Source: an optimization exercise on an open RTL-to-GDS flow (aim: small area, a short achievable clock period and few clock cycles). Production flows keep margins and buffers that such runs may drop. The RTL was checked by simulation tests, not by an equivalence proof against the original design.

==> flow/design.v (excerpt) <==
module edge_midpoint_subdivider (
  input  wire logic                      clk_i,
  input  wire logic                      rst_ni,
  input  wire logic                      cfg_we_i,
  input  wire logic [DELTA_W-1:0]        cfg_wdata_i,
  input  wire logic                      edge_valid_i,
  output logic                           edge_ready_o,
  input  wire logic signed [COORD_W-1:0] edge_start_x_i,
  input  wire logic signed [COORD_W-1:0] edge_start_y_i,
  input  wire logic signed [COORD_W-1:0] edge_end_x_i,
  input  wire logic signed [COORD_W-1:0] edge_end_y_i,
  output logic                           point_valid_o,
  input  wire logic                      point_ready_i,
  output logic signed [POINT_W-1:0]      point_x_o,
  output logic signed [POINT_W-1:0]      point_y_o,
  output logic                           point_last_o,
  output logic                           point_capped_o
);
Size: roughly 2900 cells after synthesis, ~480 flip-flops, about 150 I/O pins, ~28000 um2 of cells after synthesis.
Settings: LEC_CHECK=0, ABC_AREA=1, CAP_MARGIN=20, CORE_MARGIN=2, CORE_UTILIZATION=60, CTS_BUF_LIST=sky130_fd_sc_hd__clkbuf_8, PLACE_DENSITY=0.8, SETUP_SLACK_MARGIN=5, SLEW_MARGIN=20; clock period 9.0 ns.
standard.sh (not shown) runs the stock make flow with config.mk's settings and CLKGATE_MAP_FILE= SYNTH_SCRIPT=/design/flow/synth_recipe.tcl, a recipe that flattens the netlist after the stock synthesis.
==> flow/flow/run.sh <==
#!/bin/bash
# The standard layout, with the ports buffered by buf_4 rather than the
# flow's default pick, and repair_timing aiming for a larger setup margin.
set -euo pipefail
bash standard.sh SETUP_SLACK_MARGIN=5.8 "BUFFER_PORTS_ARGS=-buffer_cell sky130_fd_sc_hd__buf_4" finish > standard_make.log 2>&1
The starting point finished with timing, DRC and antenna clean.
Testbench counts at the start, summed over its fixed seeds: cycles 16,976.
Next try:
==> flow/flow/run.sh (replaced) <==
#!/bin/bash
# The standard layout, with the ports buffered by buf_4 rather than the
# flow's default pick, and repair_timing aiming for a larger setup margin.
set -euo pipefail
bash standard.sh SETUP_SLACK_MARGIN=5.5 "BUFFER_PORTS_ARGS=-buffer_cell sky130_fd_sc_hd__buf_4" finish > standard_make.log 2>&1
Settings changed: ABC_AREA 1 to not set, CORE_UTILIZATION 60 to 40, CTS_BUF_LIST sky130_fd_sc_hd__clkbuf_8 to not set, PLACE_DENSITY 0.8 to 0.6.
Worst hold slack loses 0.016 ns.
Clock skew is lower by 0.0092 ns.
Via count shrinks by 17%.
Synthesized area is lower by 3.6%.
Clock-buffer cell count is lower by 16.
Design area falls by 1.5%.
Next try:
==> flow/flow/run.sh (replaced) <==
#!/bin/bash
# The standard layout, with the ports buffered by buf_4 rather than the
# flow's default pick, and repair_timing aiming for a larger setup margin.
set -euo pipefail
bash standard.sh SETUP_SLACK_MARGIN=5.7 "BUFFER_PORTS_ARGS=-buffer_cell sky130_fd_sc_hd__buf_4" finish > standard_make.log 2>&1
Settings changed: CTS_BUF_LIST set to sky130_fd_sc_hd__clkbuf_4.
Result: Synthesized cell count stays the same. Wire length went up by a little under a tenth. Clock skew climbs by 0.015 ns. Worst setup slack gets better by 0.0054 ns. Synthesized area does not change. Utilization grows by 1.9 points. Final cell count climbs by a few percent. Design area came out higher by a few percent. Sequential share of layout area drops by 1.7 points. Die area stays the same. Clock-buffer cell count increases by 131.
Next try:
==> flow/flow/run.sh (replaced) <==
#!/bin/bash
# The standard layout, with the ports buffered by buf_4 rather than the
# flow's default pick, and repair_timing aiming for a larger setup margin.
set -euo pipefail
bash standard.sh SETUP_SLACK_MARGIN=5.6 "BUFFER_PORTS_ARGS=-buffer_cell sky130_fd_sc_hd__buf_4" finish > standard_make.log 2>&1
Settings changed: ABC_AREA set to 1, CORE_UTILIZATION 40 to 55, CTS_BUF_LIST sky130_fd_sc_hd__clkbuf_4 to sky130_fd_sc_hd__clkbuf_8, PLACE_DENSITY 0.6 to 0.75.
- The changed run ran to the end with no violations
- synthesized cell count rose by 25%
- cell count rose by 6.1%
- global-route usage rose by 6.5 points
- sequential share of layout area rose by 1.1 points

========
edge_midpoint_subdivider again, from the RTL that the note above started with.
clock: 9.0 ns
lec_check: 0
cap_margin: 20
core_margin: 2
core_utilization: 55
cts_buf_list: sky130_fd_sc_hd__clkbuf_16
cts_cluster_diameter: 60
cts_cluster_size: 40
place_density: 0.75
setup_slack_margin: 5
slew_margin: 20
==> flow/flow/run.sh <==
#!/bin/bash
# The standard layout, with the ports buffered by buf_4 rather than the
# flow's default pick, and repair_timing aiming for a larger setup margin.
set -euo pipefail
bash standard.sh SETUP_SLACK_MARGIN=5.7 "BUFFER_PORTS_ARGS=-buffer_cell sky130_fd_sc_hd__buf_4" finish > standard_make.log 2>&1
The baseline completed without violations.
Testbench counts at the start, summed over its fixed seeds: cycles 16,976.
Change:
==> flow/flow/run.sh (replaced) <==
#!/bin/bash
# The standard layout, with the ports buffered by buf_4 rather than the
# flow's default pick, and repair_timing aiming for a larger setup margin.
set -euo pipefail
bash standard.sh SETUP_SLACK_MARGIN=5.8 "BUFFER_PORTS_ARGS=-buffer_cell sky130_fd_sc_hd__buf_4" finish > standard_make.log 2>&1
Settings changed: ABC_AREA set to 1, CTS_BUF_LIST sky130_fd_sc_hd__clkbuf_16 to sky130_fd_sc_hd__clkbuf_8, CTS_CLUSTER_DIAMETER 60 to not set, CTS_CLUSTER_SIZE 40 to not set.
After rerunning: Routed wire length rose by 6.6%; clock skew is lower by 0.033 ns; critical path depth went down by 8; area after synthesis came out higher by 3.7%; design area rises by 3.5%; non-clock buffer count went down by 6.
Change:
==> flow/flow/run.sh (replaced) <==
#!/bin/bash
# The standard layout, with the ports buffered by buf_4 rather than the
# flow's default pick, and repair_timing aiming for a larger setup margin.
set -euo pipefail
bash standard.sh SETUP_SLACK_MARGIN=6.0 "BUFFER_PORTS_ARGS=-buffer_cell sky130_fd_sc_hd__buf_4" finish > standard_make.log 2>&1
Outcome: Global-route usage came out lower by 0.13 points. Cell count came out higher by 1.8%. Setup slack got worse by 0.096 ns. Clock-buffer cell count came out lower by 2. Core utilization came out higher by 1.4 points. Critical path depth came out higher by 1.
Change:
==> flow/flow/run.sh (replaced) <==
#!/bin/bash
# The standard layout, with the ports buffered by buf_4 rather than the
# flow's default pick, and repair_timing aiming for a larger setup margin.
set -euo pipefail
bash standard.sh SETUP_SLACK_MARGIN=5.7 "BUFFER_PORTS_ARGS=-buffer_cell sky130_fd_sc_hd__buf_4" finish > standard_make.log 2>&1
Settings changed: ABC_AREA 1 to not set, CORE_UTILIZATION 55 to 40, CTS_BUF_LIST sky130_fd_sc_hd__clkbuf_8 to not set, PLACE_DENSITY 0.75 to 0.6.
The changed run ran to the end with no violations.
Flip-flop and latch count is unchanged.
Non-clock buffer count drops by 49.
Register-to-register slack got worse by 0.32 ns.
Change:
==> flow/flow/run.sh (replaced) <==
#!/bin/bash
# The standard layout, with the ports buffered by buf_4 rather than the
# flow's default pick, and repair_timing aiming for a larger setup margin.
set -euo pipefail
bash standard.sh SETUP_SLACK_MARGIN=5.9 "BUFFER_PORTS_ARGS=-buffer_cell sky130_fd_sc_hd__buf_4" finish > standard_make.log 2>&1
Settings changed: ABC_AREA set to 1, CORE_UTILIZATION 40 to 55, CTS_BUF_LIST set to sky130_fd_sc_hd__clkbuf_8, PLACE_DENSITY 0.6 to 0.75.
Outcome: Core utilization goes up by 16 points. Count of clock-buffer cells in the layout goes up by 21. Cell area goes up by 0.48%.

========
run 1:
edge_midpoint_subdivider again, from the RTL that the note above started with.
// edge_midpoint_subdivider
module edge_midpoint_subdivider (
  input  wire logic                      clk_i,
  input  wire logic                      rst_ni,
  input  wire logic                      cfg_we_i,
  input  wire logic [DELTA_W-1:0]        cfg_wdata_i,
  input  wire logic                      edge_valid_i,
  output logic                           edge_ready_o,
  input  wire logic signed [COORD_W-1:0] edge_start_x_i,
  input  wire logic signed [COORD_W-1:0] edge_start_y_i,
  input  wire logic signed [COORD_W-1:0] edge_end_x_i,
  input  wire logic signed [COORD_W-1:0] edge_end_y_i,
  output logic                           point_valid_o,
  input  wire logic                      point_ready_i,
  output logic signed [POINT_W-1:0]      point_x_o,
  output logic signed [POINT_W-1:0]      point_y_o,
  output logic                           point_last_o,
  output logic                           point_capped_o
);
clock: 9.0 ns
lec_check: 0
cap_margin: 20
core_margin: 2
core_utilization: 40
cts_buf_list: sky130_fd_sc_hd__clkbuf_8
place_density: 0.6
setup_slack_margin: 5
slew_margin: 20
==> flow/flow/run.sh <==
#!/bin/bash
# The standard layout, with the ports buffered by buf_4 rather than the
# flow's default pick, and repair_timing aiming for a larger setup margin.
set -euo pipefail
bash standard.sh SETUP_SLACK_MARGIN=5.9 "BUFFER_PORTS_ARGS=-buffer_cell sky130_fd_sc_hd__buf_4" finish > standard_make.log 2>&1
Run 1 completed end to end with timing, DRC and antenna clean.
Testbench counts of run 1, summed over its fixed seeds: cycles 16,976.
#### Input delta (run 2 over run 1)
==> flow/flow/run.sh <==
#!/bin/bash
# The standard layout, with the ports buffered by buf_4 rather than the
# flow's default pick, and repair_timing aiming for a larger setup margin.
set -euo pipefail
bash standard.sh SETUP_SLACK_MARGIN=5.8 "BUFFER_PORTS_ARGS=-buffer_cell sky130_fd_sc_hd__buf_4" finish > standard_make.log 2>&1
### Flow results
In the flow results for run 2 and run 1, the via count is smaller on run 2. For the fraction of final layout cells sized beyond drive strength 1, run 2 came in 3.8 points lower than run 1 did. Count of plain and timing-repair buffers in the layout (run 1 / run 2): 1.3. Comparing run 2 and run 1, the higher total length of routed met2 wires is on run 1. Per the comparison of run 2 with run 1, sequential portion of the cell area rose by 2.0 points, worst slack after detailed placement rose 0.087 ns, largest stage delay on the critical path saw a decrease. Diff run 1..run 2 | floorplan die area | negligible.
Setup changes, run 2 to run 3
Settings: PLACE_DENSITY changed from 0.6 to 0.85; CORE_UTILIZATION changed from 40 to 70.
==> flow/flow/run.sh <==
#!/bin/bash
# The standard layout, with the ports buffered by buf_4 rather than the
# flow's default pick, and repair_timing aiming for a larger setup margin.
set -euo pipefail
bash standard.sh SETUP_SLACK_MARGIN=5.7 "BUFFER_PORTS_ARGS=-buffer_cell sky130_fd_sc_hd__buf_4" finish > standard_make.log 2>&1
### Flow results
Run 2 → run 3: setup slack at placement rose by 0.16 ns; clock buffer and inverter area fraction after layout shows a reduction of 0.40 points; cell area after layout decreased by 4.5% relative to the old numbers; post-route fraction of the period consumed by the critical path -0.26 points.
Global-route usage, run 2 and run 3: higher on run 3
Run 2 has a higher synthesis-to-finish area growth than run 3.
Share of the core filled with cells in the final layout in run 3 vs run 2: up 32 points
Of the two values seen for largest cell class by area, sequential cells was produced by run 3 and multi-input combinational cells by run 2.
The following lists how run 4 was set up differently from run 3:
Settings: a change of CORE_UTILIZATION from 70 to 40; a change of PLACE_DENSITY from 0.85 to 0.6.
- Taking run 3 as the reference, in run 4 clock latency at the later pin of the worst-skew pair went up by 0.03 ns, sequential share of layout area went down by 1.4 points, met1 usage went down by 20 points, area growth from synthesis to final layout went up by 3.9 points.
- Per the comparison of run 4 with run 3, clock-pin transition on the worst setup and hold timing paths did not really move.

-- afterwards: timing with drivers on the ports --
The flow's constraints put no driver on any port. The routed layouts listed below were extracted and timed again, unchanged, in two steps. Step 1 assumes that a clkbuf_16 drives the clock port and a buf_2 every other input. Step 2 moves the port delays by t, midway between the first and last clock arrival at a register: inputs arrive t later, outputs are due t later. That takes back most of the time a late clock gives input paths. Slacks: ideal / step 1 / step 2; pairs: ideal / step 1.
run | shift t [ns] | setup WS [ns] | clock arrival spread, ns | cell pins on the clock port's net
the first run of note 1 | 0.721 | 5.764 / 5.706 / 5.482 | 0.049 / 0.050 | 1
the second run of note 1 | 0.665 | 5.580 / 5.580 / 5.221 | 0.043 / 0.043 | 1
the third run of note 1 | 0.967 | 5.585 / 5.530 / 5.405 | 0.063 / 0.064 | 1
the fourth run of note 1 | 0.710 | 5.824 / 5.824 / 5.411 | 0.029 / 0.029 | 1
the first run of note 2 | 0.626 | 5.662 / 5.662 / 5.373 | 0.076 / 0.076 | 1
the second run of note 2 | 0.737 | 5.842 / 5.786 / 5.577 | 0.046 / 0.046 | 1
the third run of note 2 | 0.726 | 5.746 / 5.689 / 5.562 | 0.082 / 0.082 | 1
the fourth run of note 2 | 0.657 | 5.646 / 5.646 / 5.447 | 0.038 / 0.037 | 1
the fifth run of note 2 | 0.718 | 5.737 / 5.683 / 5.595 | 0.047 / 0.048 | 1
run 1 | 0.742 | 5.699 / 5.699 / 5.408 | 0.037 / 0.037 | 1
run 2 | 0.728 | 5.620 / 5.565 / 5.463 | 0.055 / 0.055 | 1
run 3 | 0.679 | 5.643 / 5.643 / 5.334 | 0.045 / 0.045 | 1
run 4 | 0.719 | 5.721 / 5.721 / 5.353 | 0.044 / 0.044 | 1
After both steps every run listed still meets setup and hold. The setup slack of the fourth run of note 1, which loses most, moves by 0.000 ns with the drivers and by -0.413 ns with both steps.
